From an optimization exercise on the open Yosys and OpenROAD flow, aimed at small area, a short achievable clock period and few clock cycles; shortcuts taken in it are not production practice.
In this exercise RTL edits were held to simulation tests only and were not proved equivalent to the original.
Power figures rest on the tool's default switching activity, not on a simulated workload.

$ cat config.mk
export PLATFORM = sky130hd
export DESIGN_NAME = exu_top
export DESIGN_NICKNAME = exu_top
export VERILOG_FILES = /design/flow/design.v
export SDC_FILE = /design/flow/constraint.sdc
export NUM_CORES = 4
export LEC_CHECK = 0
export CAP_MARGIN = 40
export CORE_MARGIN = 2
export CORE_UTILIZATION = 40
export SETUP_SLACK_MARGIN = 5.0
export SLEW_MARGIN = 40
export TNS_END_PERCENT = 0
$ cat constraint.sdc
create_clock -name core_clock -period 9.0 [get_ports {clk}]
set_input_delay 1.8000 -clock core_clock [delete_from_list [all_inputs] [get_ports {clk}]]
set_output_delay 1.8000 -clock core_clock [all_outputs]
set_load 0.01 [all_outputs]
$ cat design.v
`default_nettype none
package isa_pkg;
    localparam int xlen = 32;
    localparam int reg_idx_w = 5;
    localparam int instr_bytes = 4;
    localparam int shamt_w = 5;
endpackage
`default_nettype wire
`default_nettype none
package exu_pkg;
    localparam int dec_op_w = 4;
    typedef enum logic [0:0] {
        unit_rglr = 1'b0,
        unit_brch = 1'b1
    } exu_unit_e;
    typedef enum logic [dec_op_w-1:0] {
        rop_add   = 4'd0,
        rop_sub   = 4'd1,
        rop_and   = 4'd2,
        rop_or    = 4'd3,
        rop_xor   = 4'd4,
        rop_sll   = 4'd5,
        rop_srl   = 4'd6,
        rop_sra   = 4'd7,
        rop_slt   = 4'd8,
        rop_sltu  = 4'd9,
        rop_lui   = 4'd10,
        rop_auipc = 4'd11
    } rglr_op_e;
    typedef enum logic [2:0] {
        bop_beq  = 3'd0,
        bop_bne  = 3'd1,
        bop_blt  = 3'd2,
        bop_bge  = 3'd3,
        bop_bltu = 3'd4,
        bop_bgeu = 3'd5,
        bop_jal  = 3'd6,
        bop_jalr = 3'd7
    } brch_op_e;
    typedef enum logic [3:0] {
        alu_add   = 4'd0,
        alu_sub   = 4'd1,
        alu_and   = 4'd2,
        alu_or    = 4'd3,
        alu_xor   = 4'd4,
        alu_sll   = 4'd5,
        alu_srl   = 4'd6,
        alu_sra   = 4'd7,
        alu_slt   = 4'd8,
        alu_sltu  = 4'd9,
        alu_pass2 = 4'd10
    } alu_op_e;
endpackage
`default_nettype wire
`timescale 1ns/1ps
`default_nettype none
import isa_pkg::*;
import exu_pkg::*;
module exu_top
(
    input  wire logic                 clk,
    input  wire logic                 reset,
    input  wire logic                 dec_op_vld,
    output logic                      dec_op_rdy,
    input  wire logic                 dec_unit,
    input  wire logic [dec_op_w-1:0]  dec_op,
    input  wire logic                 dec_use_imm,
    input  wire logic [reg_idx_w-1:0] dec_rd_idx,
    input  wire logic [xlen-1:0]      dec_pc,
    input  wire logic [xlen-1:0]      dec_imm,
    input  wire logic [xlen-1:0]      rs1_rdata,
    input  wire logic [xlen-1:0]      rs2_rdata,
    output logic                      gpr_wbck_vld,
    input  wire logic                 gpr_wbck_rdy,
    output logic [reg_idx_w-1:0]      gpr_wbck_idx,
    output logic [xlen-1:0]           gpr_wbck_wdata,
    output logic                      pipe_flush_req,
    input  wire logic                 pipe_flush_ack,
    output logic [xlen-1:0]           pipe_flush_pc_op1,
    output logic [xlen-1:0]           pipe_flush_pc_op2
);
    logic            w_free;
    logic            f_free;
    logic            accept;
    logic            is_brch;
    logic            is_jump;
    logic            is_lui;
    logic            is_auipc;
    logic            sel_imm;
    logic            use_pc;
    logic            do_sub;
    logic [xlen-1:0] a;
    logic [xlen-1:0] y;
    logic [xlen-1:0] opa;
    logic [xlen-1:0] opb;
    logic [xlen-1:0] sum;
    logic [xlen-1:0] xor_res;
    logic [xlen-1:0] shf_in;
    logic [xlen-1:0] shf_out;
    logic [xlen-1:0] shf_res;
    logic            shf_fill;
    logic            shf_left;
    logic            lt_s;
    logic            lt_u;
    logic            lt;
    logic            eq;
    logic            taken;
    logic            needs_w;
    logic            use_a;
    logic            sel_and;
    logic            sel_or;
    logic            sel_xor;
    logic            sel_sll;
    logic            sel_shr;
    logic            sel_slt;
    logic            sel_ltu;
    logic            sel_sum;
    logic [xlen-1:0] gen;
    logic [xlen-1:0] prp;
    logic [xlen-1:0] cry;
    logic [xlen-1:0] other;
    logic [xlen-1:0] res_c0;
    logic [xlen-1:0] res_c1;
    logic [xlen-1:0] res;
    assign w_free = !gpr_wbck_vld || gpr_wbck_rdy;
    assign f_free = !pipe_flush_req || pipe_flush_ack;
    assign dec_op_rdy = (w_free || !needs_w) && (f_free || !is_brch);
    assign accept     = dec_op_vld && dec_op_rdy;
    assign is_brch  = (dec_unit == unit_brch);
    assign is_jump  = is_brch && (dec_op[2:1] == 2'b11);
    assign is_lui   = !is_brch && (dec_op == rop_lui);
    assign is_auipc = !is_brch && (dec_op == rop_auipc);
    assign needs_w  = !is_brch || is_jump;
    assign sel_imm = !is_brch && (dec_use_imm || is_lui || is_auipc);
    assign a       = rs1_rdata;
    assign y       = sel_imm ? dec_imm : rs2_rdata;
    assign use_pc = is_auipc || is_jump;
    assign use_a  = !use_pc && !is_lui;
    assign do_sub = is_brch ? !is_jump : (dec_op == rop_sub || dec_op == rop_slt || dec_op == rop_sltu);
    assign opa    = ({xlen{use_a}} & (a ^ {xlen{do_sub}})) | ({xlen{use_pc}} & dec_pc);
    assign opb    = is_jump ? xlen'(instr_bytes) : y;
    always_comb begin
        logic [xlen-1:0] gg, pp;
        gen = opa & opb;
        prp = opa ^ opb;
        gg  = gen;
        pp  = prp;
        for (int l = 0; l < 5; l++) begin
            for (int i = 0; i < xlen; i++) begin
                if (((i >> l) & 1) == 1) begin
                    gg[i] = gg[i] | (pp[i] & gg[((i >> l) << l) - 1]);
                    pp[i] = pp[i] & pp[((i >> l) << l) - 1];
                end
            end
        end
        cry = {gg[xlen-2:0], 1'b0};
    end
    assign sum = prp ^ cry ^ {xlen{do_sub}};
    assign lt_s = (a[xlen-1] != y[xlen-1]) ? a[xlen-1] : sum[xlen-1];
    assign lt_u = (a[xlen-1] != y[xlen-1]) ? y[xlen-1] : sum[xlen-1];
    assign xor_res = a ^ y;
    assign eq      = (xor_res == '0);
    always_comb begin
        case (dec_op[2:1])
            2'b00:   lt = eq;
            2'b01:   lt = lt_s;
            2'b10:   lt = lt_u;
            default: lt = 1'b0;
        endcase
        taken = is_jump || (lt ^ dec_op[0]);
    end
    assign shf_left = (dec_op == rop_sll);
    assign shf_fill = (dec_op == rop_sra) && a[xlen-1];
    always_comb begin
        for (int i = 0; i < xlen; i++) shf_in[i] = shf_left ? a[xlen-1-i] : a[i];
    end
    assign shf_out = $signed({shf_fill, shf_in}) >>> y[shamt_w-1:0];
    always_comb begin
        for (int i = 0; i < xlen; i++) shf_res[i] = shf_out[xlen-1-i];
    end
    assign sel_and = !is_brch && (dec_op == rop_and);
    assign sel_or  = !is_brch && (dec_op == rop_or);
    assign sel_xor = !is_brch && (dec_op == rop_xor);
    assign sel_sll = !is_brch && (dec_op == rop_sll);
    assign sel_shr = !is_brch && (dec_op == rop_srl || dec_op == rop_sra);
    assign sel_slt = !is_brch && (dec_op == rop_slt);
    assign sel_ltu = !is_brch && (dec_op == rop_sltu);
    assign sel_sum = !(sel_and || sel_or || sel_xor || sel_sll || sel_shr || sel_slt || sel_ltu);
    assign other = ({xlen{sel_and || sel_or}}  & (a & y))
                 | ({xlen{sel_or || sel_xor}}  & xor_res)
                 | ({xlen{sel_sll}} & shf_res)
                 | ({xlen{sel_shr}} & shf_out)
                 | xlen'((sel_slt && lt_s) || (sel_ltu && lt_u));
    assign res_c0 = sel_sum ? (prp ^ {xlen{do_sub}}) : other;
    assign res_c1 = sel_sum ? ~(prp ^ {xlen{do_sub}}) : other;
    always_comb begin
        for (int i = 0; i < xlen; i++) res[i] = cry[i] ? res_c1[i] : res_c0[i];
    end
    always_ff @(posedge clk) begin
        if (reset) begin
            gpr_wbck_vld <= 1'b0;
        end else if (w_free) begin
            gpr_wbck_vld <= accept && needs_w;
        end
    end
    always_ff @(posedge clk) begin
        if (w_free) begin
            gpr_wbck_idx   <= dec_rd_idx;
            gpr_wbck_wdata <= res;
        end
    end
    always_ff @(posedge clk) begin
        if (reset) begin
            pipe_flush_req <= 1'b0;
        end else if (f_free) begin
            pipe_flush_req <= accept && is_brch && taken;
        end
    end
    always_ff @(posedge clk) begin
        if (f_free) begin
            pipe_flush_pc_op1 <= (dec_op[0] && is_jump) ? a : dec_pc;
            pipe_flush_pc_op2 <= dec_imm;
        end
    end
endmodule
`default_nettype wire
$ cat flow/run.sh
#!/bin/bash
# Standard ORFS layout, with the port buffers made from the smallest plain buffer.
set -euo pipefail
export BUFFER_PORTS_ARGS="-buffer_cell sky130_fd_sc_hd__buf_1"
bash standard.sh > standard_flow.log 2>&1
$ cat standard.sh
#!/bin/bash
# synth_recipe.tcl (not shown) runs the flow's synth.tcl, then flattens the netlist and writes it again
# the make line also repeats each setting of config.mk as NAME=value (left out here)
make -C /OpenROAD-flow-scripts/flow DESIGN_CONFIG=/design/flow/config.mk WORK_HOME=/design/flow/orfs CLKGATE_MAP_FILE= SYNTH_SCRIPT=/design/flow/synth_recipe.tcl "${@:-finish}"
==> results of run 1 <==
worst paths after layout:
check                                     from  cells past startpoint                end  slack (ns)
worst max register to register  pipe_flush_req                      5     pipe_flush_req        7.10
worst min-delay path            pipe_flush_req                      3     pipe_flush_req        0.91
worst max-delay path                 dec_op[2]                     15  gpr_wbck_wdata[4]        3.78
worst min register to register  pipe_flush_req                      3     pipe_flush_req        0.91
layer usage:
layer	track usage	vias to the layer above	wire length, um
li1	-	4420	-
met1	0.420	4786	18200
met2	0.459	512	18900
met3	0.0560	90	3420
met4	0.123	0	1630
met5	0	-	0
kinds of logic after synthesis:
kind of cell / after synthesis
DFF: 103
and+or+nand+nor: 206
adders and majority gates: 63
buffers and inverters: 91
AOI/OAI and AO/OA: 268
muxes: 170
xor gates and xnor gates: 96
timing repair:
action | CTS | global route
gates cloned | 2 | 6
setup endpoints to repair | 66 | 56
buffers inserted | 6 | 47
pin swaps | 6 | 30
gates resized for setup | 32 | 69
layout make-up:
cell class                 count  share of cell area
inverter                      20             0.00720
sequential                   103               0.242
multi-input combinational    803               0.551
clock inverter                 6             0.00601
antenna                        1            0.000197
clock buffer                   9              0.0177
timing repair buffer         333               0.144
tap                          324              0.0319
metrics by stage:
stage	utilization	area (um^2)
after floorplan	-	10200
after global placement	0.463	11300
after detailed placement	0.464	11300
after CTS	0.485	11900
after global routing	0.519	12700
final	0.519	12700
sequential cells by signal, indices dropped and copies added, names as in the netlist:
signal             count
gpr_wbck_idx           5
gpr_wbck_vld           1
gpr_wbck_wdata        32
pipe_flush_pc_op1     32
pipe_flush_pc_op2     32
pipe_flush_req         1
worst max-delay path: cells and delay by family:
| kind | cells | cell delay, ns |
|---|---|---|
| AOI/OAI and AO/OA | 3 | 0.83 |
| and+or+nand+nor | 2 | 0.37 |
| buffers and inverters | 6 | 1.03 |
| muxes | 4 | 1.32 |
cell usage after synthesis (6+ instances only):
cell type	instances
a221oi_1	18
a211o_1	6
ha_1	63
a222oi_1	12
inv_1	17
clkbuf_1	39
o211ai_1	15
buf_1	8
nor2_1	42
xnor2_1	53
buf_2	14
a22o_1	33
a21oi_1	44
edfxtp_1	101
xor2_1	43
nor3_1	9
a21o_1	13
o22ai_1	7
o31ai_1	6
o21ai_0	35
o221ai_1	10
a31oi_1	9
nand2_1	54
nand4_1	8
nor2b_1	33
mux2_2	71
nand3_1	21
nor4_1	11
mux2i_1	92
a211oi_1	6
a22oi_1	8
power by group through the flow:
| stage | Clock [uW] | Sequential [uW] | Combinational [uW] |
|---|---|---|---|
| final | 429 | 671 | 1070 |
| after global routing | 448 | 678 | 1130 |
| after CTS | 431 | 671 | 965 |
| after detailed placement | 0 | 682 | 936 |
| after global placement | 0 | 682 | 935 |
| after floorplan | 0 | 714 | 590 |
layout by cell type (no fill, tap or decap), types with 10 or more instances in the layout:
cell type / count
a21o_1: 13
a21oi_1: 40
a221oi_1: 17
a222oi_1: 12
a22o_1: 33
buf_1: 242
buf_4: 69
clkbuf_16: 14
edfxtp_1: 101
ha_1: 53
inv_1: 14
mux2_2: 58
mux2_4: 13
mux2i_1: 90
nand2_1: 50
nand3_1: 19
nor2_1: 39
nor2b_1: 24
o211ai_1: 15
o21ai_0: 30
o221ai_1: 10
xnor2_1: 53
xor2_1: 42
==> summary.txt, run 1 <==
Synth Area in Adders 0.0786; drt total wl 42200 um; Max Cap Viol 0; vias in the first global route 9121; final-report hold violation count 0; Post-Synthesis Net Count 1204; CTS tree built; largest net degree at the start of global routing 55; Pre-antenna DRT Iters 8; Max VDD drop 0.000121 V; WHS 0.909 ns; GRT Total Usage 0.301; hold_buf cts 0; row count 57; Initial Utilization 0.410; Clk pin slew, worst setup/hold paths 0.08 ns; Die X 162 um; post-place setup slack 2.08 ns; Pwr Density 171 mW/mm^2; RSZ-0062 raised after global routing yes; Slew Limit Fails 0; vias per inst 6.13; Multi-input gate area 0.00699 mm^2; asr flop ratio synth 0; multiplexer share of the synthesized area 0.186; cell count after placement 1522; die span in y 162 um; power consumption 2170 uW; largest family of logic cells by synthesized area compound AO/OA/AOI/OAI gates; Worst Path Max Fanout 30; Die Area 0.0264 mm^2; Area growth syn-to-layout 26.6%; CP max-delay cell mux2i_1; total CTS buffers 9; synthesized instance count 997; Nets 1477; GRT overflow 0; CORE AREA 0.0245 mm^2; Worst Clk Skew 0.0150 ns; initial antenna violation count 0; Rel. slew slack 0.500; Final HPWL DP 30700 um; Final ANT Viol Nets 0; cell internal pwr 1300 uW; drt wl/cell 26.4 um; Sequential Area 0.00307 mm^2; first-pass GRT wire length 58900 um; Post-synth EDFFs 101; f_max 0.192 GHz; I/O pin count 248; Critical Path End Type flip-flop; cell mode on critical path buf_12; Syn. warnings 1; Crit Path Class primary input to flip-flop; # setup viols final 0; TNS Setup 0 ns; switching share of power 0.401; fin crit period 5.22 ns; top post-synthesis cells by area edfxtp_1 30%, mux2i_1 9.2%, mux2_2 8.0%, ha_1 7.9%, xnor2_1 4.6%; clk latency of the worst-skew pair 0.37 ns; fin worst setup slack 3.78 ns; HP Class flip-flop to flip-flop; CTS HTree Levels 3; worst path cell trace buf_12 -> nand3b_4 -> a21oi_4 -> buf_6 -> buf_12 -> mux2i_4 -> buf_12 -> buf_4 -> inv_4 -> mux2_2 -> mux2i_1 -> mux2i_1 -> a22oi_1 -> nand4_1 -> a31oi_1; Layout fillers 2273; leading area contributor after synthesis edfxtp_1; Tightest Pin Transition 0.749 ns; number of remaining DRC errors 0; simple logic cell fraction of the synthesized area 0.104; share of cells above drive strength 1 0.203; Critical Path Start Type primary input; CTS Sinks 103; GP Congestion 1.02; Crit path largest cell delay 0.52 ns; compound-cell area share of the yosys netlist 0.198; Clock power frac 0.198; Post-synth top flop edfxtp_1; register share of total power 0.309; post-synthesis sequential area ratio 0.306; Synth Register Bits 103; Initial DRC Count 1049; required time of the critical path 9.17 ns; Yosys cell types 76; post-synthesis instance area 0.0100 mm^2; Finished Layout Cells 1599; IO buf count 247; Psw 871 uW; Synth top area share 0.302; CTS Buffer Depth 2; clk root buf clkbuf_16; Logic pwr share 0.493; Vias 9808; run status timing/DRC/antenna clean; Syn Area/Cell 10.1 um^2; Synth Area in XOR/XNOR 0.0838; LEAKAGE 0.00491 uW; fin crit share 0.580; worst endpoint data arrival time 5.39 ns
Testbench counts, summed over its fixed seeds: cycles 17,772.
==> run 2, diff against run 1 <==
--- a/config.mk
+++ b/config.mk
@@ -8,6 +8,7 @@
 export CAP_MARGIN = 40
 export CORE_MARGIN = 2
 export CORE_UTILIZATION = 40
-export SETUP_SLACK_MARGIN = 5.0
+export PLACE_DENSITY = 0.8
+export SETUP_SLACK_MARGIN = 4.5
 export SLEW_MARGIN = 40
 export TNS_END_PERCENT = 0
==> summary.txt, run 2 <==
cell count after placement 1522 (unchanged); worst endpoint data arrival time 5.28 ns (-0.11 ns); row count 57 (unchanged); Post-synth EDFFs 101 (unchanged); Vias 10300 (+5.5%); Rel. slew slack 0.351 (-0.149); diode count 0 (-1); Layout fillers 2198 (-3.3%); hold_buf cts 0 (unchanged); run status timing/DRC/antenna clean; TNS Setup 0 ns (unchanged); I/O pin count 248 (unchanged); Pre-antenna DRT Iters 7 (-1); synth cell count leaders 101 x edfxtp_1, 92 x mux2i_1, 71 x mux2_2; HP Start pipe_flush_req; Crit Path Class primary input to flip-flop; largest net degree at the start of global routing 55 (unchanged); die span in y 162 um (unchanged); CTS Buffer Depth 2 (unchanged); r2r startpoint pipe_flush_req; Yosys cell types 76 (unchanged); clk root buf clkbuf_16; Initial DRC Count 1342 (+28%); share of cells above drive strength 1 0.192 (-0.0108); Max Cap Viol 0 (unchanged); CORE AREA 0.0245 mm^2 (unchanged); post-route cell area 0.0126 mm^2 (-0.46%); Slew Limit Fails 0 (unchanged); Post-synth top flop edfxtp_1; f_max 0.193 GHz (+0.54%); number of remaining DRC errors 0 (unchanged); CTS Sinks 103 (unchanged); Nets 1475 (-0.14%); Post-Synthesis Net Count 1204 (unchanged); GP Congestion 1.05 (+3.2%); Post-Route Utilization 0.516 (-0.00240); Initial Utilization 0.410 (unchanged); Tightest Pin Transition 0.973 ns (+0.224 ns); HP Class flip-flop to flip-flop; fin crit share 0.577 (-0.00311); Final HPWL DP 30900 um (+0.48%); RSZ-0062 raised after global routing yes; Die X 162 um (unchanged); Pwr Density 173 mW/mm^2 (+1.1%); post-synthesis sequential area ratio 0.306 (unchanged); initial antenna violation count 1 (+1); drt wl/cell 27.6 um (+4.6%); Die Area 0.0264 mm^2 (unchanged); power consumption 2190 uW (+0.67%); Syn Area/Cell 10.1 um^2 (unchanged); Synth top area share 0.302 (unchanged); Area growth syn-to-layout 26.0%; synthesized instance count 997 (unchanged); reg2reg path depth 3 (-2); Synth Register Bits 103 (unchanged); vias in the first global route 9791 (+7.3%); final-report hold violation count 0 (unchanged); # setup viols final 0 (unchanged); most common cell after layout, fill and taps aside buf_1; drt total wl 44100 um (+4.5%); IO buf count 247 (unchanged); crit path launch dec_op[2]; commonest non-fill, non-tap cells in the layout 242 x buf_1, 101 x edfxtp_1, 90 x mux2i_1; Critical Path End Type flip-flop; count leader, synth edfxtp_1; post-synthesis instance area 0.0100 mm^2 (unchanged); Finished Layout Cells 1597 (-0.13%); CTS HTree Levels 3 (unchanged); GRT overflow 0 (unchanged); clk latency of the worst-skew pair 0.37 ns (about the same); fin crit period 5.19 ns (-0.0280 ns); total CTS buffers 9 (unchanged); Worst Clk Skew 0.00730 ns (-0.00773 ns); Worst Path Max Fanout 8 (-73%); Syn. warnings 1 (unchanged); Reg2Reg Setup Slack 7.15 ns (+0.05 ns); Clk pin slew, worst setup/hold paths 0.08 ns (about the same); CTS tree built; Max VDD drop 0.0000844 V (-30%); Placed Area 0.0114 mm^2 (+0.40%); largest registers gpr_wbck_wdata (32), pipe_flush_pc_op1 (32), pipe_flush_pc_op2 (32); asr flop ratio synth 0 (unchanged); WHS Path Cells 3 (unchanged); top post-synthesis cells by area edfxtp_1 30%, mux2i_1 9.2%, mux2_2 8.0%, ha_1 7.9%, xnor2_1 4.6%; Final ANT Viol Nets 0 (unchanged); vias per inst 6.48 (+5.6%); leading area contributor after synthesis edfxtp_1; required time of the critical path 9.09 ns (-0.08 ns); LEAKAGE 0.00491 uW (about the same); GRT Total Usage 0.324 (+0.0232); Critical Path Start Type primary input; first-pass GRT wire length 63100 um (+7.1%)
## run 2: cell types whose count changed in the layout (fill, tap and decap cells not counted), moves of 4 or more
cell       before  now
buf_4          69   65
ha_1           53   58
clkbuf_16      14    9
buf_8           0    4
ha_4            9    5
nor2b_2         4    0
## run 2: where the power goes
| part | switching [uW] | leakage, uW | internal, uW |
|---|---|---|---|
| clock | 206 | 0.000146 | 219 |
| sequential | 40.7 | 0.00108 | 634 |
| combinational | 642 | 0.00368 | 443 |
## run 2: timing repair
item / 4_1_cts / 5_1_grt
pin swaps: 35 / 16
endpoints found under the hold margin: 0 / 0
gates cloned: 7 / 1
setup buffers: 45 / 6
endpoints found under the setup margin: 34 / 34
gates resized for setup: 72 / 11
## run 2: cells by family (layout without fill, tap and decap cells)
kind of cell | Yosys count | in the layout | synth area share
buf+inv | 91 | 364 | 0.0430
compound gates | 268 | 268 | 0.198
xor+xnor | 96 | 96 | 0.0838
simple gates | 206 | 209 | 0.104
flops | 103 | 103 | 0.306
mux | 170 | 170 | 0.186
fa+ha+maj | 63 | 63 | 0.0786
## run 2: cell type report
class | count | area, um^2 | share of cell area
clock inverters | 7 | 78.8 | 0.00624
flip-flops and latches | 103 | 3070 | 0.243
multi-input cells | 806 | 6980 | 0.553
clock buffers | 9 | 225 | 0.0178
repair buffers | 328 | 1780 | 0.141
well taps | 324 | 405 | 0.0321
inverters | 20 | 82.6 | 0.00654
## run 2: worst paths after layout
kind | to
max | gpr_wbck_wdata[0]
min | pipe_flush_req
max reg2reg | pipe_flush_pc_op1[27]
min reg2reg | pipe_flush_req
## run 2: per-stage QoR
step	setup slack [ns]	hold WS [ns]
5_1_grt	3.69	0.985
6_report	3.81	0.872
3_3_place_gp	2.37	0.850
4_1_cts	3.92	0.872
3_5_place_dp	2.33	0.856
2_1_floorplan	3.80	0.819
## run 2: routing by layer
| metal | part of all wire | GRT usage |
|---|---|---|
| met5 | 0 | 0 |
| met4 | 0.057 | 0.164 |
| met3 | 0.11 | 0.0779 |
| met2 | 0.46 | 0.520 |
| met1 | 0.38 | 0.407 |
## run 2: worst max-delay path: stages
cell	delay (ns)
buf_12	0.11
nand3b_4	0.16
a21oi_4	0.16
buf_12	0.17
buf_16	0.17
buf_12	0.12
mux2_2	0.35
nor2b_1	0.14
ha_1	0.39
a21oi_1	0.25
o21ai_1	0.20
a221oi_4	0.33
o32a_1	0.21
o311a_4	0.25
xor2_4	0.20
o21ai_1	0.08
nand4_1	0.10
o211ai_1	0.08
==> run 3, diff against run 2 <==
--- a/config.mk
+++ b/config.mk
@@ -8,7 +8,6 @@
 export CAP_MARGIN = 40
 export CORE_MARGIN = 2
 export CORE_UTILIZATION = 40
-export PLACE_DENSITY = 0.8
 export SETUP_SLACK_MARGIN = 4.5
 export SLEW_MARGIN = 40
 export TNS_END_PERCENT = 0
==> summary.txt, run 3 <==
synthesized instance count 997 (unchanged); Post-Synthesis Net Count 1204 (unchanged); most common cell after layout, fill and taps aside buf_1; commonest non-fill, non-tap cells in the layout 242 x buf_1, 101 x edfxtp_1, 90 x mux2i_1; Final ANT Viol Nets 0 (unchanged); vias in the first global route 9121 (-6.8%); Psw 871 uW (-2.0%); reg2reg end pipe_flush_req; Synth top area share 0.302 (unchanged); worst path cell trace buf_12 -> nand3b_4 -> a21oi_4 -> buf_6 -> buf_12 -> mux2i_4 -> buf_12 -> buf_4 -> inv_4 -> mux2_2 -> mux2i_1 -> mux2i_1 -> a22oi_1 -> nand4_1 -> a31oi_1; f_max 0.192 GHz (-0.54%); CP max-delay cell mux2i_1; Syn. warnings 1 (unchanged); Hold Path End pipe_flush_req; Initial DRC Count 1049 (-22%); Placed Area 0.0113 mm^2 (-0.40%); register share of total power 0.309 (about the same); Final HPWL DP 30700 um (-0.48%); CTS tree built; WP depth 15 (-3); die span in y 162 um (unchanged); cell internal pwr 1300 uW (+0.25%); Clock power frac 0.198 (+0.003); Pwr Density 171 mW/mm^2 (-1.1%); leading area contributor after synthesis edfxtp_1; vias per inst 6.13 (-5.3%); first-pass GRT wire length 58900 um (-6.6%); TNS Setup 0 ns (unchanged); power consumption 2170 uW (-0.66%); Logic pwr share 0.493 (-0.004); I/O pin count 248 (unchanged); fin crit period 5.22 ns (+0.0280 ns); GRT overflow 0 (unchanged); CTS Buffer Depth 2 (unchanged); Layout fillers 2273 (+3.4%); hold_buf cts 0 (unchanged); initial antenna violation count 0 (-1); Syn Area/Cell 10.1 um^2 (unchanged); clk latency of the worst-skew pair 0.37 ns (about the same); synth cell count leaders 101 x edfxtp_1, 92 x mux2i_1, 71 x mux2_2; asr flop ratio synth 0 (unchanged); Tightest Pin Transition 0.749 ns (-0.224 ns); RSZ-0062 raised after global routing yes; HP Start pipe_flush_req; Pre-antenna DRT Iters 8 (+1); Critical Path Start Type primary input; fin crit share 0.580 (+0.00311); row count 57 (unchanged); post-synthesis instance area 0.0100 mm^2 (unchanged); final-report hold violation count 0 (unchanged); drt total wl 42200 um (-4.3%); Vias 9808 (-5.2%); number of remaining DRC errors 0 (unchanged); HP Class flip-flop to flip-flop; Synth Register Bits 103 (unchanged); largest registers gpr_wbck_wdata (32), pipe_flush_pc_op1 (32), pipe_flush_pc_op2 (32); share of cells above drive strength 1 0.203 (+0.0108); switching share of power 0.401 (-0.00545); post-route cell area 0.0127 mm^2 (+0.47%); IO buf count 247 (unchanged); reg2reg path depth 5 (+2); CTS Sinks 103 (unchanged); Slew Limit Fails 0 (unchanged); # setup viols final 0 (unchanged); Post-synth EDFFs 101 (unchanged); Buf/Inv on CP 6 (+2); WHS Path Cells 3 (unchanged); post-synthesis sequential area ratio 0.306 (unchanged); Critical Path End Type flip-flop; Reg2Reg Setup Slack 7.10 ns (-0.05 ns); GP Congestion 1.02 (-3.1%); Clk pin slew, worst setup/hold paths 0.08 ns (about the same); Die X 162 um (unchanged); GRT Total Usage 0.301 (-0.0232); Yosys cell types 76 (unchanged); required time of the critical path 9.17 ns (+0.08 ns); Nets 1477 (+0.14%); Die Area 0.0264 mm^2 (unchanged); top post-synthesis cells by area edfxtp_1 30%, mux2i_1 9.2%, mux2_2 8.0%, ha_1 7.9%, xnor2_1 4.6%; CORE AREA 0.0245 mm^2 (unchanged); count leader, synth edfxtp_1; Crit path largest cell delay 0.52 ns (+0.13 ns); Area growth syn-to-layout 26.6%; clk root buf clkbuf_16; cell mode on critical path buf_12; largest net degree at the start of global routing 55 (unchanged); CTS HTree Levels 3 (unchanged); r2r startpoint pipe_flush_req; total CTS buffers 9 (unchanged); Post-synth top flop edfxtp_1; CP delay by family, top multiplexers; run status timing/DRC/antenna clean; Worst Path Max Fanout 30 (+22); worst endpoint data arrival time 5.39 ns (+0.11 ns); Rel. slew slack 0.500 (+0.149); Max Cap Viol 0 (unchanged); Crit Path Class primary input to flip-flop; drt wl/cell 26.4 um (-4.4%); Worst Clk Skew 0.0150 ns (+0.00773 ns); Initial Utilization 0.410 (unchanged); LEAKAGE 0.00491 uW (about the same); Max VDD drop 0.000121 V (+44%)
==> run 3: cell count changes in the layout (fill, tap and decap cells not counted), sizes merged <==
cell / change
diode: +1
nand2: -2
clkbuf: +5
bufbuf: -1
buf: +1
and4bb: -1
clkinv: -2
inv: +1
==> run 3: final cells by class <==
cell class / count / area, um^2 / area share
Antenna cell: 1 / 2.50 / 0.000197
Inverter: 20 / 91.3 / 0.00720
Tap cell: 324 / 405 / 0.0319
Timing Repair Buffer: 333 / 1820 / 0.144
Clock buffer: 9 / 225 / 0.0177
Sequential cell: 103 / 3070 / 0.242
Clock inverter: 6 / 76.3 / 0.00601
Multi-Input combinational cell: 803 / 6990 / 0.551
==> run 3: worst reg2reg max path: stages, from the launching register on <==
cell and delay, ns:
dfxtp_1 0.33, nor2b_1 0.34, inv_2 0.25, buf_4 0.39, a21o_1 0.26, a311oi_1 0.24
==> run 3: how the worst max path moves through the flow <==
stage / startpoint / to / slack (ns)
after global placement: dec_op[1] / pipe_flush_req / 2.12
after detailed placement: dec_op[1] / pipe_flush_req / 2.08
after global routing: dec_op[2] / gpr_wbck_wdata[25] / 3.65
final: dec_op[2] / gpr_wbck_wdata[4] / 3.78
after floorplan: dec_op[2] / pipe_flush_req / 3.80
after CTS: dec_op[2] / pipe_flush_req / 3.73
==> run 3: cells by family (layout without fill, tap and decap cells) <==
| kind of cell | Yosys count | in the layout | synth area share |
|---|---|---|---|
| AO/OA/AOI/OAI | 268 | 268 | 0.198 |
| XOR/XNOR | 96 | 96 | 0.0838 |
| multiplexers | 170 | 170 | 0.186 |
| buffers and inverters | 91 | 368 | 0.0430 |
| AND/OR/NAND/NOR | 206 | 206 | 0.104 |
| adder cells (fa/ha/maj) | 63 | 63 | 0.0786 |
| flip-flops | 103 | 103 | 0.306 |
| other | 0 | 1 | 0 |
==> run 3: repair_timing <==
action,in CTS,in global routing
resized for setup,32,69
setup buffers,6,47
setup endpoints to repair,34,34
pin swaps,6,30
cloned,2,6
hold endpoints to repair,0,0
==> run 3: per-layer routing <==
layer | track usage | routed length, um | vias up
li1 | - | - | 4420
met1 | 0.420 | 18200 | 4786
met2 | 0.459 | 18900 | 512
met3 | 0.0560 | 3420 | 90
met4 | 0.123 | 1630 | 0
met5 | 0 | 0 | -
==> run 3: per-stage QoR <==
stage / util / hold WS [ns] / setup WS [ns] / instances
floorplan: - / 0.819 / 3.80 / 997
global placement: 0.463 / 0.851 / 2.12 / 1521
detailed placement: 0.464 / 0.877 / 2.08 / 1522
CTS: 0.485 / 0.893 / 3.73 / 1545
global route: 0.519 / 0.946 / 3.65 / 1598
finish: 0.519 / 0.909 / 3.78 / 1599
==> run 3: power groups by stage <==
| stage | Clock, uW | Combinational [uW] | Sequential (uW) |
|---|---|---|---|
| 3_5_place_dp | 0 | 936 | 682 |
| 4_1_cts | 431 | 965 | 671 |
| 3_3_place_gp | 0 | 935 | 682 |
| 5_1_grt | 448 | 1130 | 678 |
| 6_report | 429 | 1070 | 671 |
| 2_1_floorplan | 0 | 590 | 714 |
==> run 4, diff against run 3 <==
==> config.mk (replaced) <==
export PLATFORM = sky130hd
export DESIGN_NAME = exu_top
export DESIGN_NICKNAME = exu_top
export VERILOG_FILES = /design/flow/design.v
export SDC_FILE = /design/flow/constraint.sdc
export NUM_CORES = 4
export LEC_CHECK = 0
export CAP_MARGIN = 10
export CORE_MARGIN = 2
export CORE_UTILIZATION = 50
export PLACE_DENSITY = 0.75
export SETUP_SLACK_MARGIN = 4.5
export SLEW_MARGIN = 10
export TNS_END_PERCENT = 0
==> summary.txt, run 4 <==
worst endpoint data arrival time 5.66 ns (+0.27 ns); required time of the critical path 9.28 ns (+0.11 ns); vias in the first global route 9841 (+7.9%); Pwr Density 169 mW/mm^2 (-1.2%); fin crit share 0.597 (+0.0177); GRT overflow 0 (unchanged); post-route cell area 0.0126 mm^2 (-0.52%); Initial DRC Count 1379 (+31%); clk root buf clkbuf_16; GRT Total Usage 0.382 (+0.0816); CTS HTree Levels 3 (unchanged); Slew Limit Fails 0 (unchanged); final-report hold violation count 0 (unchanged); Syn. warnings 1 (unchanged); run status timing/DRC/antenna clean; CP max-delay cell a311o_1; Crit Path Class primary input to flip-flop; asr flop ratio synth 0 (unchanged); total CTS buffers 9 (unchanged); Worst Clk Skew 0.00948 ns (-0.00555 ns); Max Cap Viol 0 (unchanged); Synth Area in Adders 0.0786 (unchanged); GP Congestion 1.02 (+0.46%); Clk pin slew, worst setup/hold paths 0.08 ns (about the same); Post-synth EDFFs 101 (unchanged); worst path cell trace buf_12 -> nand3b_4 -> a21oi_4 -> buf_12 -> buf_12 -> buf_16 -> mux2i_4 -> nor2_2 -> ha_1 -> a21oi_1 -> o22ai_2 -> nand3_2 -> a311o_1 -> buf_4 -> o311a_4 -> xor2_2 -> o31ai_2 -> nor4_1 -> a311oi_1; # setup viols final 0 (unchanged); Hold Path End pipe_flush_req; CORE AREA 0.0196 mm^2 (-20%); Post-synth top flop edfxtp_1; Syn Area/Cell 10.1 um^2 (unchanged); Synth Area in XOR/XNOR 0.0838 (unchanged); die span in y 146 um (-10%); I/O pin count 248 (unchanged); drt total wl 41900 um (-0.73%); hold_buf cts 0 (unchanged); count leader, synth edfxtp_1; CTS tree built; row count 51 (-11%); Die X 146 um (-10%); r2r startpoint pipe_flush_req; Max VDD drop 0.000102 V (-16%); clk latency of the worst-skew pair 0.36 ns (about the same); Reg2Reg Setup Slack 7.16 ns (+0.06 ns); power consumption 2130 uW (-1.7%); first-pass GRT wire length 61600 um (+4.6%); Final ANT Viol Nets 0 (unchanged); Post-Synthesis Net Count 1204 (unchanged); share of cells above drive strength 1 0.195 (-0.00783); HP Class flip-flop to flip-flop; largest family of logic cells by synthesized area compound AO/OA/AOI/OAI gates; Final HPWL DP 29100 um (-5.4%); synth cell count leaders 101 x edfxtp_1, 92 x mux2i_1, 71 x mux2_2; Synth top area share 0.302 (unchanged); cell mode on critical path buf_12; Rel. slew slack 0.242 (-0.258); Worst Path Max Fanout 8 (-73%); CTS Buffer Depth 2 (unchanged); compound-cell area share of the yosys netlist 0.198 (unchanged); largest net degree at the start of global routing 55 (unchanged); post-synthesis sequential area ratio 0.306 (unchanged); initial antenna violation count 0 (unchanged); Synth Register Bits 103 (unchanged); HP Start pipe_flush_req; WHS Path Cells 3 (unchanged); multiplexer share of the synthesized area 0.186 (unchanged); Initial Utilization 0.512 (+0.102); reg2reg end pipe_flush_pc_op2[30]; Nets 1482 (+0.34%); Tightest Pin Transition 1.14 ns (+0.387 ns); Vias 10200 (+3.9%); f_max 0.186 GHz (-3.0%); fin crit period 5.38 ns (+0.159 ns); post-synthesis instance area 0.0100 mm^2 (unchanged); TNS Setup 0 ns (unchanged); largest registers gpr_wbck_wdata (32), pipe_flush_pc_op1 (32), pipe_flush_pc_op2 (32); Placed Area 0.0112 mm^2 (-0.88%); most common cell after layout, fill and taps aside buf_1; Area growth syn-to-layout 25.9%; top post-synthesis cells by area edfxtp_1 30%, mux2i_1 9.2%, mux2_2 8.0%, ha_1 7.9%, xnor2_1 4.6%; Pre-antenna DRT Iters 8 (unchanged); leading area contributor after synthesis edfxtp_1; number of remaining DRC errors 0 (unchanged); reg2reg path depth 3 (-2); Critical Path Start Type primary input; commonest non-fill, non-tap cells in the layout 242 x buf_1, 101 x edfxtp_1, 90 x mux2i_1; RSZ-0062 raised after global routing yes; drt wl/cell 27.2 um (+2.8%); synthesized instance count 997 (unchanged); Die Area 0.0212 mm^2 (-20%); IO buf count 247 (unchanged); vias per inst 6.60 (+7.6%); simple logic cell fraction of the synthesized area 0.104 (unchanged); diode count 0 (-1); Crit path largest cell delay 0.44 ns (-0.08 ns); CTS Sinks 103 (unchanged); LEAKAGE 0.00495 uW (+0.77%); Yosys cell types 76 (unchanged); Critical Path End Type flip-flop
## run 4: report_power, final
| part | leakage [uW] | switching (uW) | total (uW) | internal (uW) |
|---|---|---|---|---|
| sequential | 0.00108 | 32.2 | 666 | 634 |
| combinational | 0.00373 | 631 | 1080 | 450 |
| clock | 0.000133 | 197 | 387 | 191 |
## run 4: repair_timing
item	CTS	global route
pin swaps	31	13
endpoints found under the setup margin	34	34
hold endpoints to repair	0	0
gates cloned	7	1
gates resized for setup	74	6
setup buffers	55	6
## run 4: cell families after synthesis
logic type,count (synthesis)
AOI/OAI and AO/OA,268
buffers and inverters,91
adders and majority gates,63
DFF,103
and+or+nand+nor,206
xor gates and xnor gates,96
muxes,170
## run 4: through the flow
stage          setup WS (ns)  cells  utilization  hold WS, ns
2_1_floorplan           3.80    997            -        0.819
3_3_place_gp            2.27   1460        0.574        0.829
3_5_place_dp            2.31   1460        0.574        0.854
4_1_cts                 3.87   1537        0.640        0.870
5_1_grt                 3.53   1544        0.644        0.937
6_report                3.62   1544        0.644        0.872
## run 4: final cells by class
type / count / area, um^2
inverter: 20 / 85.1
timing repair buffer: 336 / 1950
multi-input combinational: 805 / 6910
clock inverter: 6 / 51.3
clock buffer: 9 / 225
fill: 1637 / 6970
sequential: 103 / 3070
tap: 265 / 332
## run 4: how the worst max path moves through the flow
stage | endpoint | start | depth (start not counted) | slack (ns)
floorplan | pipe_flush_req | dec_op[2] | 16 | 3.80
global route | gpr_wbck_wdata[25] | dec_op[2] | 19 | 3.53
CTS | gpr_wbck_wdata[25] | dec_op[2] | 19 | 3.87
global placement | pipe_flush_req | dec_op[1] | 17 | 2.27
detailed placement | pipe_flush_req | dec_op[1] | 17 | 2.31
finish | pipe_flush_req | dec_op[2] | 19 | 3.62
## run 4: worst max-delay path, delay by kind of cell
kind	cells	cell delay (ns)
compound gates	7	1.83
buf+inv	5	0.68
simple gates	4	0.43
xor+xnor	1	0.17
fa+ha+maj	1	0.36
mux	1	0.34
## run 4: per-layer routing
metal,GRT usage,up-vias,share of wire
li1,-,4442,-
met1,0.505,4889,0.38
met2,0.603,731,0.45
met3,0.0646,124,0.11
met4,0.201,0,0.059
met5,0,-,0
==> run 5, diff against run 4 <==
--- a/design.v
+++ b/design.v
@@ -99,6 +99,7 @@
     logic [xlen-1:0] shf_out;
     logic [xlen-1:0] shf_res;
     logic            shf_fill;
+    logic [shamt_w-1:0] shamt;
     logic            shf_left;
     logic            lt_s;
     logic            lt_u;
@@ -169,12 +170,13 @@
         endcase
         taken = is_jump || (lt ^ dec_op[0]);
     end
-    assign shf_left = (dec_op == rop_sll);
-    assign shf_fill = (dec_op == rop_sra) && a[xlen-1];
+    assign shf_left = !dec_op[1];
+    assign shf_fill = dec_op[1] && dec_op[0] && a[xlen-1];
     always_comb begin
         for (int i = 0; i < xlen; i++) shf_in[i] = shf_left ? a[xlen-1-i] : a[i];
     end
-    assign shf_out = $signed({shf_fill, shf_in}) >>> y[shamt_w-1:0];
+    assign shamt   = dec_use_imm ? dec_imm[shamt_w-1:0] : rs2_rdata[shamt_w-1:0];
+    assign shf_out = $signed({shf_fill, shf_in}) >>> shamt;
     always_comb begin
         for (int i = 0; i < xlen; i++) shf_res[i] = shf_out[xlen-1-i];
     end
==> config.mk (replaced) <==
export PLATFORM = sky130hd
export DESIGN_NAME = exu_top
export DESIGN_NICKNAME = exu_top
export VERILOG_FILES = /design/flow/design.v
export SDC_FILE = /design/flow/constraint.sdc
export NUM_CORES = 4
export LEC_CHECK = 0
export CAP_MARGIN = 40
export CORE_MARGIN = 2
export CORE_UTILIZATION = 40
export SETUP_SLACK_MARGIN = 4.5
export SLEW_MARGIN = 40
export TNS_END_PERCENT = 0
==> summary.txt, run 5 <==
cell count after placement 1475 (+1.0%); Clk pin slew, worst setup/hold paths 0.08 ns (about the same); Slew Limit Fails 0 (unchanged); first-pass GRT wire length 54700 um (-11%); largest net degree at the start of global routing 44 (-20%); synthesized instance count 950 (-4.7%); Rel. slew slack 0.442 (+0.200); Initial Utilization 0.406 (-0.106); GRT met1 Usage 0.404 (-0.101); Synth top area share 0.307 (+0.00456); initial antenna violation count 2 (+2); largest registers gpr_wbck_wdata (32), pipe_flush_pc_op1 (32), pipe_flush_pc_op2 (32); GRT Total Usage 0.280 (-0.102); f_max 0.195 GHz (+5.1%); CTS Buffer Depth 2 (unchanged); worst endpoint data arrival time 5.21 ns (-0.45 ns); final-report hold violation count 0 (unchanged); Synth Area in Adders 0.0798 (+0.00118); die span in y 161 um (+11%); most common cell after layout, fill and taps aside buf_1; TNS Setup 0 ns (unchanged); LEAKAGE 0.00459 uW (-7.3%); leading area contributor after synthesis edfxtp_1; Pwr Density 173 mW/mm^2 (+2.1%); Max VDD drop 0.0000841 V (-17%); fin crit share 0.568 (-0.0289); share of cells above drive strength 1 0.212 (+0.0165); Final ANT Viol Nets 0 (unchanged); Syn Area/Cell 10.4 um^2 (+3.4%); Tightest Pin Transition 0.837 ns (-0.300 ns); Yosys cell types 69 (-9.2%); Die X 161 um (+11%); Crit Path Class primary input to flip-flop; Worst Path Max Fanout 8 (unchanged); Max Cap Viol 0 (unchanged); simple logic cell fraction of the synthesized area 0.104 (+0.000421); Synth Register Bits 103 (unchanged); Critical Path End Type flip-flop; I/O pin count 248 (unchanged); post-synthesis sequential area ratio 0.311 (+0.00462); compound-cell area share of the yosys netlist 0.187 (-0.0111); met3 Usage GRT 0.0696 (+0.00502); drt total wl 36800 um (-12%); GRT overflow 0 (unchanged); vias per inst 6.02 (-8.7%); multiplexer share of the synthesized area 0.202 (+0.0155); Syn. warnings 1 (unchanged); CTS Sinks 103 (unchanged); Post-Synthesis Net Count 1157 (-3.9%); commonest non-fill, non-tap cells in the layout 241 x buf_1, 101 x edfxtp_1, 77 x xnor2_1; HP Class flip-flop to flip-flop; Finished Layout Cells 1532 (-0.78%); count leader, synth edfxtp_1; Pre-antenna DRT Iters 6 (-2); CTS tree built; GP Congestion 0.941 (-7.9%); met2 Use GR 0.421 (-0.182); clk latency of the worst-skew pair 0.37 ns (about the same); largest family of logic cells by synthesized area multiplexers; number of remaining DRC errors 0 (unchanged); Final HPWL DP 28100 um (-3.4%); Worst Clk Skew 0.00806 ns (-0.00142 ns); CTS HTree Levels 3 (unchanged); Die Area 0.0260 mm^2 (+22%); Layout fillers 2303 (+41%); CORE AREA 0.0243 mm^2 (+24%); run status timing/DRC/antenna clean; Critical Path Start Type primary input; vias in the first global route 8868 (-9.9%); required time of the critical path 9.10 ns (-0.18 ns); RSZ-0062 raised after global routing yes; fin worst setup slack 3.88 ns (+0.260 ns); row count 57 (+12%); Synth Area in XOR/XNOR 0.0816 (-0.00228); Area growth syn-to-layout 24.2%; gr busiest metal met2; # setup viols final 0 (unchanged); drt wl/cell 24.0 um (-11%); post-place setup slack 2.52 ns (+0.217 ns); IO buf count 247 (unchanged); asr flop ratio synth 0 (unchanged); post-synthesis instance area 0.00988 mm^2 (-1.5%); Vias 9224 (-9.4%); Sequential Area 0.00307 mm^2 (unchanged); diode count 0 (unchanged); Post-synth top flop edfxtp_1; Initial DRC Count 912 (-34%); clk root buf clkbuf_16; Nets 1410 (-4.9%); synth cell count leaders 101 x edfxtp_1, 77 x xnor2_1, 76 x nor2_1; Multi-input gate area 0.00685 mm^2 (-0.87%); top post-synthesis cells by area edfxtp_1 31%, ha_1 8.0%, mux2_2 7.9%, xnor2_1 6.8%, mux4_2 6.6%; Post-synth EDFFs 101 (unchanged); total CTS buffers 9 (unchanged); fin crit period 5.12 ns (-0.260 ns)
[run 5: kinds of logic after synthesis]
group / after synthesis
AOI/OAI and AO/OA: 258
xor gates and xnor gates: 92
adders and majority gates: 63
buffers and inverters: 78
DFF: 103
muxes: 147
and+or+nand+nor: 209
[run 5: cell type report]
| class | count | share of cell area |
|---|---|---|
| clock buffers | 9 | 0.0184 |
| clock inverters | 7 | 0.00571 |
| inverters | 10 | 0.00439 |
| multi-input cells | 769 | 0.559 |
| flip-flops and latches | 103 | 0.251 |
| well taps | 324 | 0.0331 |
| repair buffers | 309 | 0.129 |
| repair inverters | 1 | 0.000714 |
[run 5: critical path, stage by stage]
cell and delay, ns:
clkbuf_8 0.12, buf_12 0.13, nand3b_4 0.09, a21oi_4 0.21
buf_6 0.18, buf_12 0.15, buf_6 0.11, mux2_4 0.31
nor2b_4 0.14, ha_4 0.24, a21oi_2 0.15, o21ai_2 0.09
nor2b_4 0.14, a2111oi_4 0.32, a21oi_2 0.14, or3_4 0.39
a31o_2 0.25, nand3_1 0.12, a22oi_1 0.12
[run 5: worst paths after layout]
| path | from | endpoint | slack, ns | cells past startpoint |
|---|---|---|---|---|
| worst min-delay path | pipe_flush_req | pipe_flush_req | 0.75 | 3 |
| worst min register to register | pipe_flush_req | pipe_flush_req | 0.75 | 3 |
| worst max register to register | pipe_flush_req | pipe_flush_pc_op2[16] | 7.48 | 4 |
| worst max-delay path | dec_op[1] | gpr_wbck_wdata[0] | 3.88 | 19 |
[run 5: layer usage]
layer / vias up / part of all wire / wire length (um)
met5: - / 0.00035 / 13
met4: 2 / 0.021 / 755
met3: 49 / 0.11 / 3970
met2: 529 / 0.44 / 16100
met1: 4429 / 0.44 / 16000
li1: 4215 / - / -
[run 5: through the flow]
stage	cell area, um^2	total power (uW)	hold slack, ns	utilization
6_report	12300	2120	0.747	0.504
5_1_grt	12300	2220	0.790	0.504
4_1_cts	12200	2090	0.745	0.503
3_5_place_dp	11300	1610	0.703	0.464
3_3_place_gp	11200	1600	0.709	0.463
2_1_floorplan	10100	1290	0.692	-
[run 5: repair_timing]
item                       in CTS  in global routing
hold buffers                    0                  0
resized for setup              76                  6
gates cloned                    4                  0
setup endpoints to repair      34                 32
buffers inserted               36                  0
pin swaps                      36                  3
[run 5: where the power goes]
| group | leakage, uW | switching (uW) | internal (uW) |
|---|---|---|---|
| sequential | 0.00108 | 38.2 | 634 |
| combinational | 0.00337 | 591 | 435 |
| clock | 0.000138 | 201 | 216 |
Testbench counts of run 5, summed over its fixed seeds: cycles 17,772.
==> run 6, diff against run 5 <==
--- a/config.mk
+++ b/config.mk
@@ -8,6 +8,8 @@
 export CAP_MARGIN = 40
 export CORE_MARGIN = 2
 export CORE_UTILIZATION = 40
+export CTS_BUF_LIST = sky130_fd_sc_hd__clkbuf_8
+export CTS_CLUSTER_SIZE = 20
 export SETUP_SLACK_MARGIN = 4.5
 export SLEW_MARGIN = 40
 export TNS_END_PERCENT = 0
==> summary.txt, run 6 <==
required time of the critical path 9.15 ns (+0.05 ns); hold_buf cts 0 (unchanged); Synth Register Bits 103 (unchanged); Rel. slew slack 0.431 (-0.0105); Critical Path Start Type primary input; post-synthesis sequential area ratio 0.311 (unchanged); fin crit share 0.564 (-0.00484); Slew Limit Fails 0 (unchanged); Final HPWL DP 28100 um (unchanged); I/O pin count 248 (unchanged); # setup viols final 0 (unchanged); Tightest Pin Transition 0.853 ns (+0.0157 ns); CTS Sinks 103 (unchanged); Hold Path End pipe_flush_req; Yosys cell types 69 (unchanged); most common cell after layout, fill and taps aside buf_1; GRT overflow 0 (unchanged); Clock power frac 0.157 (-0.040); Syn. warnings 1 (unchanged); Max Cap Viol 0 (unchanged); r2r startpoint pipe_flush_req; Crit path largest cell delay 0.39 ns (about the same); synthesized instance count 950 (unchanged); post-synthesis instance area 0.00988 mm^2 (unchanged); CTS tree built; CP delay by family, top compound AO/OA/AOI/OAI gates; Synth Area in Adders 0.0798 (unchanged); WHS 0.750 ns (+0.00253 ns); LEAKAGE 0.00454 uW (-1.0%); fin crit period 5.07 ns (-0.0435 ns); Reg2Reg Setup Slack 7.48 ns (about the same); Worst Path Max Fanout 8 (unchanged); cell internal pwr 1200 uW (-6.8%); Synth Area in XOR/XNOR 0.0816 (unchanged); Finished Layout Cells 1532 (unchanged); Pre-antenna DRT Iters 7 (+1); TNS Setup 0 ns (unchanged); Syn Area/Cell 10.4 um^2 (unchanged); largest family of logic cells by synthesized area multiplexers; GP Congestion 0.941 (unchanged); worst path cell trace clkbuf_8 -> buf_12 -> nand3b_4 -> a21oi_4 -> buf_6 -> buf_12 -> buf_6 -> mux2_4 -> nor2b_4 -> ha_4 -> a21oi_2 -> o21ai_2 -> nor2b_4 -> a2111oi_4 -> a21oi_2 -> or3_4 -> a31o_2 -> nand3_1 -> a22oi_1; HP Class flip-flop to flip-flop; synth cell count leaders 101 x edfxtp_1, 77 x xnor2_1, 76 x nor2_1; clk latency of the worst-skew pair 0.41 ns (+0.04 ns); Crit Path Class primary input to flip-flop; Clk pin slew, worst setup/hold paths 0.11 ns (+0.03 ns); CTS HTree Levels 3 (unchanged); diode count 0 (unchanged); cell count after placement 1475 (unchanged); Buf/Inv on CP 5 (unchanged); Max VDD drop 0.0000714 V (-15%); row count 57 (unchanged); worst endpoint data arrival time 5.22 ns (about the same); Psw 819 uW (-1.4%); count leader, synth edfxtp_1; clk root buf clkbuf_8; register share of total power 0.333 (+0.015); RSZ-0062 raised after global routing yes; number of remaining DRC errors 0 (unchanged); Critical Path End Type flip-flop; total CTS buffers 9 (unchanged); initial antenna violation count 2 (unchanged); HP Start pipe_flush_req; asr flop ratio synth 0 (unchanged); Post-synth top flop edfxtp_1; Initial DRC Count 917 (+0.55%); Pwr Density 166 mW/mm^2 (-3.9%); Post-Synthesis Net Count 1157 (unchanged); reg2reg end pipe_flush_pc_op2[6]; largest net degree at the start of global routing 44 (unchanged); simple logic cell fraction of the synthesized area 0.104 (unchanged); vias in the first global route 8870 (+0.023%); vias per inst 5.97 (-0.80%); drt wl/cell 24.0 um (-0.11%); Logic pwr share 0.510 (+0.025); final-report hold violation count 0 (unchanged); Initial Utilization 0.406 (unchanged); Synth top area share 0.307 (unchanged); compound-cell area share of the yosys netlist 0.187 (unchanged); Final ANT Viol Nets 0 (unchanged); reg2reg path depth 4 (unchanged); IO buf count 247 (unchanged); WHS Path Cells 3 (unchanged); first-pass GRT wire length 54800 um (+0.22%); Layout fillers 2314 (+0.48%); Die X 161 um (unchanged); largest registers gpr_wbck_wdata (32), pipe_flush_pc_op1 (32), pipe_flush_pc_op2 (32); GRT Total Usage 0.281 (+0.000827); CORE AREA 0.0243 mm^2 (unchanged); leading area contributor after synthesis edfxtp_1; Area growth syn-to-layout 23.2%; CTS Buffer Depth 2 (unchanged); Post-synth EDFFs 101 (unchanged); switching share of power 0.406 (+0.0135); die span in y 161 um (unchanged); Die Area 0.0260 mm^2 (unchanged); Post-Route Utilization 0.500 (-0.00406); Worst Clk Skew 0.0133 ns (+0.00529 ns); CP max-delay cell or3_4; f_max 0.197 GHz (+0.86%); run status timing/DRC/antenna clean; Nets 1410 (unchanged); drt total wl 36800 um (-0.11%); top post-synthesis cells by area edfxtp_1 31%, ha_1 8.0%, mux2_2 7.9%, xnor2_1 6.8%, mux4_2 6.6%; Vias 9150 (-0.80%); commonest non-fill, non-tap cells in the layout 241 x buf_1, 101 x edfxtp_1, 77 x xnor2_1; share of cells above drive strength 1 0.212 (unchanged); multiplexer share of the synthesized area 0.202 (unchanged)
## run 6: cell counts after synthesis
No cell type changed its count.
## run 6: area by class of cell
class | instances | area (um^2) | area share
multi-input cells | 769 | 6860 | 0.563
flip-flops and latches | 103 | 3070 | 0.253
repair buffers | 309 | 1580 | 0.130
well taps | 324 | 405 | 0.0333
clock buffers | 9 | 124 | 0.0102
clock inverters | 7 | 70.1 | 0.00576
inverters | 10 | 53.8 | 0.00442
repair inverters | 1 | 8.76 | 0.000720
## run 6: routing by layer
layer | vias up | routed length, um | GRT usage
met5 | - | 11 | 0
met4 | 2 | 735 | 0.0718
met3 | 49 | 3910 | 0.0750
met2 | 517 | 16100 | 0.424
met1 | 4369 | 16000 | 0.401
li1 | 4213 | - | -
## run 6: per-stage QoR
step / instance area [um^2] / total power, uW / setup WS [ns]
floorplan: 10100 / 1290 / 3.77
global placement: 11200 / 1600 / 2.35
detailed placement: 11300 / 1610 / 2.52
CTS: 12100 / 2000 / 4.02
global route: 12200 / 2120 / 3.78
finish: 12200 / 2020 / 3.93
## run 6: timing repair
action,4_1_cts,5_1_grt
pin swaps,36,3
setup endpoints to repair,34,32
endpoints found under the hold margin,0,0
setup buffers,36,0
cloned,4,0
resized for setup,77,5
## run 6: power by group through the flow
stage	Sequential [uW]	Clock [uW]	Combinational [uW]
floorplan	715	0	579
global placement	683	0	918
detailed placement	682	0	923
CTS	671	325	1000
global route	681	338	1100
finish	672	317	1030
## run 6: worst max path at each step
stage,start,end,slack [ns],cells after the start
global placement,dec_use_imm,gpr_wbck_wdata[19],2.35,15
floorplan,dec_op[1],pipe_flush_req,3.77,21
CTS,dec_op[1],pipe_flush_req,4.02,18
finish,dec_op[1],gpr_wbck_wdata[0],3.93,19
global route,dec_op[1],pipe_flush_req,3.78,20
detailed placement,dec_op[1],gpr_wbck_wdata[29],2.52,18
## run 6: cell families (layout without fill, tap and decap cells)
logic type	Yosys count	after routing
compound gates	258	258
simple gates	209	209
mux	147	147
flops	103	103
xor+xnor	92	92
buf+inv	78	336
fa+ha+maj	63	63
## run 6: worst reg2reg max path: stages, from the launching register on
cell	delay, ns
dfxtp_1	0.32
nor2b_1	0.18
inv_2	0.06
buf_4	0.31
buf_12	0.29
==> run 7, diff against run 6 <==
--- a/config.mk
+++ b/config.mk
@@ -9,7 +9,7 @@
 export CORE_MARGIN = 2
 export CORE_UTILIZATION = 40
 export CTS_BUF_LIST = sky130_fd_sc_hd__clkbuf_8
-export CTS_CLUSTER_SIZE = 20
+export PLACE_DENSITY = 0.8
 export SETUP_SLACK_MARGIN = 4.5
 export SLEW_MARGIN = 40
 export TNS_END_PERCENT = 0
==> summary.txt, run 7 <==
I/O pin count 248 (unchanged); count leader, synth edfxtp_1; fin crit share 0.584 (+0.0202); post-synthesis sequential area ratio 0.311 (unchanged); Initial Utilization 0.406 (unchanged); HP Class flip-flop to flip-flop; Max Cap Viol 0 (unchanged); CORE AREA 0.0243 mm^2 (unchanged); largest registers gpr_wbck_wdata (32), pipe_flush_pc_op1 (32), pipe_flush_pc_op2 (32); CTS Sinks 103 (unchanged); Area growth syn-to-layout 22.2%; clk latency of the worst-skew pair 0.40 ns (about the same); hold_buf cts 0 (unchanged); number of remaining DRC errors 0 (unchanged); CTS tree built; Synth top area share 0.307 (unchanged); Tightest Pin Transition 0.865 ns (+0.0120 ns); post-synthesis instance area 0.00988 mm^2 (unchanged); leading area contributor after synthesis edfxtp_1; Initial DRC Count 1340 (+46%); Critical Path End Type flip-flop; fin crit period 5.25 ns (+0.181 ns); TNS Setup 0 ns (unchanged); Slew Limit Fails 0 (unchanged); vias per inst 6.27 (+5.0%); RSZ-0062 raised after global routing yes; vias in the first global route 9162 (+3.3%); Final ANT Viol Nets 0 (unchanged); drt wl/cell 24.4 um (+1.8%); total CTS buffers 9 (unchanged); Rel. slew slack 0.422 (-0.00970); WHS Path Cells 3 (unchanged); synth cell count leaders 101 x edfxtp_1, 77 x xnor2_1, 76 x nor2_1; Hold Path End pipe_flush_req; f_max 0.190 GHz (-3.5%); post-route cell area 0.0121 mm^2 (-0.81%); reg2reg path depth 5 (+1); row count 57 (unchanged); Post-Synthesis Net Count 1157 (unchanged); drt total wl 37000 um (+0.66%); Die X 161 um (unchanged); worst endpoint data arrival time 5.41 ns (+0.19 ns); CTS HTree Levels 3 (unchanged); initial antenna violation count 0 (-2); synthesized instance count 950 (unchanged); GRT overflow 0 (unchanged); Synth Register Bits 103 (unchanged); Die Area 0.0260 mm^2 (unchanged); Worst Clk Skew 0.0175 ns (+0.00411 ns); largest net degree at the start of global routing 65 (+48%); most common cell after layout, fill and taps aside buf_1; worst path cell trace clkbuf_4 -> buf_12 -> nand3b_4 -> a21oi_4 -> buf_6 -> buf_8 -> buf_4 -> mux2_2 -> nor2b_1 -> ha_1 -> o21ai_4 -> o21bai_2 -> nand2_1 -> o21ai_0 -> a21o_1 -> a21oi_1 -> o21bai_1 -> xnor2_1 -> o211ai_1; GRT Total Usage 0.276 (-0.00512); Critical Path Start Type primary input; top post-synthesis cells by area edfxtp_1 31%, ha_1 8.0%, mux2_2 7.9%, xnor2_1 6.8%, mux4_2 6.6%; required time of the critical path 9.15 ns (about the same); commonest non-fill, non-tap cells in the layout 241 x buf_1, 101 x edfxtp_1, 77 x xnor2_1; Pre-antenna DRT Iters 6 (-1); Final HPWL DP 27400 um (-2.4%); Post-synth EDFFs 101 (unchanged); Layout fillers 2205 (-4.7%); asr flop ratio synth 0 (unchanged); run status timing/DRC/antenna clean; Reg2Reg Setup Slack 7.44 ns (-0.04 ns); GP Congestion 0.974 (+3.5%); Clk pin slew, worst setup/hold paths 0.11 ns (about the same); Syn Area/Cell 10.4 um^2 (unchanged); CTS Buffer Depth 2 (unchanged); # setup viols final 0 (unchanged); Worst Path Max Fanout 5 (-3); Nets 1393 (-1.2%); first-pass GRT wire length 54500 um (-0.67%); diode count 0 (unchanged); HP Start pipe_flush_req; LEAKAGE 0.00445 uW (-2.0%); Placed Area 0.0113 mm^2 (-0.18%); Max VDD drop 0.0000839 V (+17%); crit path launch dec_op[1]; share of cells above drive strength 1 0.195 (-0.0171); Crit Path Class primary input to flip-flop; r2r startpoint gpr_wbck_vld; IO buf count 247 (unchanged); Yosys cell types 69 (unchanged); reg2reg end pipe_flush_req; die span in y 161 um (unchanged); Pwr Density 167 mW/mm^2 (+0.68%); CP max-delay cell ha_1; Post-synth top flop edfxtp_1; clk root buf clkbuf_8; Vias 9505 (+3.9%); Syn. warnings 1 (unchanged); Crit path largest cell delay 0.40 ns (about the same); final-report hold violation count 0 (unchanged)
==> run 7: cell counts after synthesis <==
No cell type changed its count.
==> run 7: final cells by class <==
class	instances	area [um^2]	area share
clock buffers	9	124	0.0103
clock inverters	7	71.3	0.00591
inverters	10	53.8	0.00446
multi-input cells	769	6870	0.569
flip-flops and latches	103	3070	0.255
well taps	324	405	0.0336
repair buffers	292	1470	0.122
repair inverters	1	8.76	0.000726
==> run 7: cell families after synthesis <==
family | after synthesis | share of synthesized area
muxes | 147 | 0.202
adders and majority gates | 63 | 0.0798
buffers and inverters | 78 | 0.0347
AOI/OAI and AO/OA | 258 | 0.187
DFF | 103 | 0.311
and+or+nand+nor | 209 | 0.104
xor gates and xnor gates | 92 | 0.0816
==> run 7: power breakdown <==
part	internal, uW	switching [uW]
combinational	427	597
clock	129	184
sequential	634	43.4
==> run 7: per-layer routing <==
| metal | GRT usage | up-vias | wire length, um |
|---|---|---|---|
| met1 | 0.375 | 4557 | 15200 |
| met5 | 0 | - | 0 |
| met4 | 0.107 | 0 | 1550 |
| met3 | 0.0665 | 116 | 4090 |
| li1 | - | 4181 | - |
| met2 | 0.425 | 651 | 16200 |
==> run 7: worst max-delay path by stage <==
stage / end / slack (ns) / cells past startpoint
3_5_place_dp: pipe_flush_req / 2.63 / 19
2_1_floorplan: pipe_flush_req / 3.77 / 21
6_report: gpr_wbck_wdata[11] / 3.75 / 19
3_3_place_gp: gpr_wbck_wdata[22] / 2.33 / 15
4_1_cts: pipe_flush_req / 3.96 / 20
5_1_grt: gpr_wbck_wdata[29] / 3.62 / 20
==> run 7: repair_timing <==
action	CTS	global route
setup buffers	21	0
hold endpoints to repair	0	0
pin swaps	32	3
gates resized for setup	61	4
cloned	5	0
endpoints found under the setup margin	34	33
==> run 7: worst max-delay path, delay by kind of cell <==
family                   cells  cell delay (ns)
adder cells (fa/ha/maj)      1             0.40
buffers and inverters        5             0.62
AO/OA/AOI/OAI                8             1.73
AND/OR/NAND/NOR              3             0.33
XOR/XNOR                     1             0.14
multiplexers                 1             0.35
==> run 7: through the flow <==
stage / total power [uW] / cells / setup slack, ns / util / hold slack, ns
after floorplan: 1290 / 950 / 3.77 / - / 0.692
after global placement: 1580 / 1470 / 2.33 / 0.462 / 0.704
after detailed placement: 1600 / 1473 / 2.63 / 0.464 / 0.721
after CTS: 1980 / 1515 / 3.96 / 0.494 / 0.770
after global routing: 2100 / 1515 / 3.62 / 0.496 / 0.837
final: 2010 / 1515 / 3.75 / 0.496 / 0.772

## re-timing with driven ports
The flow's constraints put no driver on any port. The routed layouts listed below were extracted and timed again, unchanged, in two steps. Step 1, drivers: a clkbuf_16 drives clk and a buf_2 each remaining input, both assumed. Step 2 also shifts input and output timing later by t, the mid clock arrival at the registers, as if the neighbouring blocks saw the same clock. Three values: ideal, step 1, step 2; two values: the first two.
| run | t, ns | setup WS [ns] | worst setup path at the end |
|---|---|---|---|
| run 1 | 0.408 | 3.782 / 3.780 / 3.371 | input to register |
| run 2 | 0.415 | 3.810 / 3.805 / 3.390 | input to register |
| run 3 | 0.408 | 3.782 / 3.780 / 3.371 | input to register |
| run 4 | 0.403 | 3.623 / 3.598 / 3.195 | input to register |
| run 5 | 0.410 | 3.884 / 3.898 / 3.487 | input to register |
| run 6 | 0.441 | 3.927 / 3.936 / 3.495 | input to register |
| run 7 | 0.436 | 3.746 / 3.765 / 3.329 | input to register |
After both steps setup and hold are still met in every run listed. The setup slack of run 6, which loses most, moves by +0.009 ns with the drivers and by -0.432 ns with both steps.
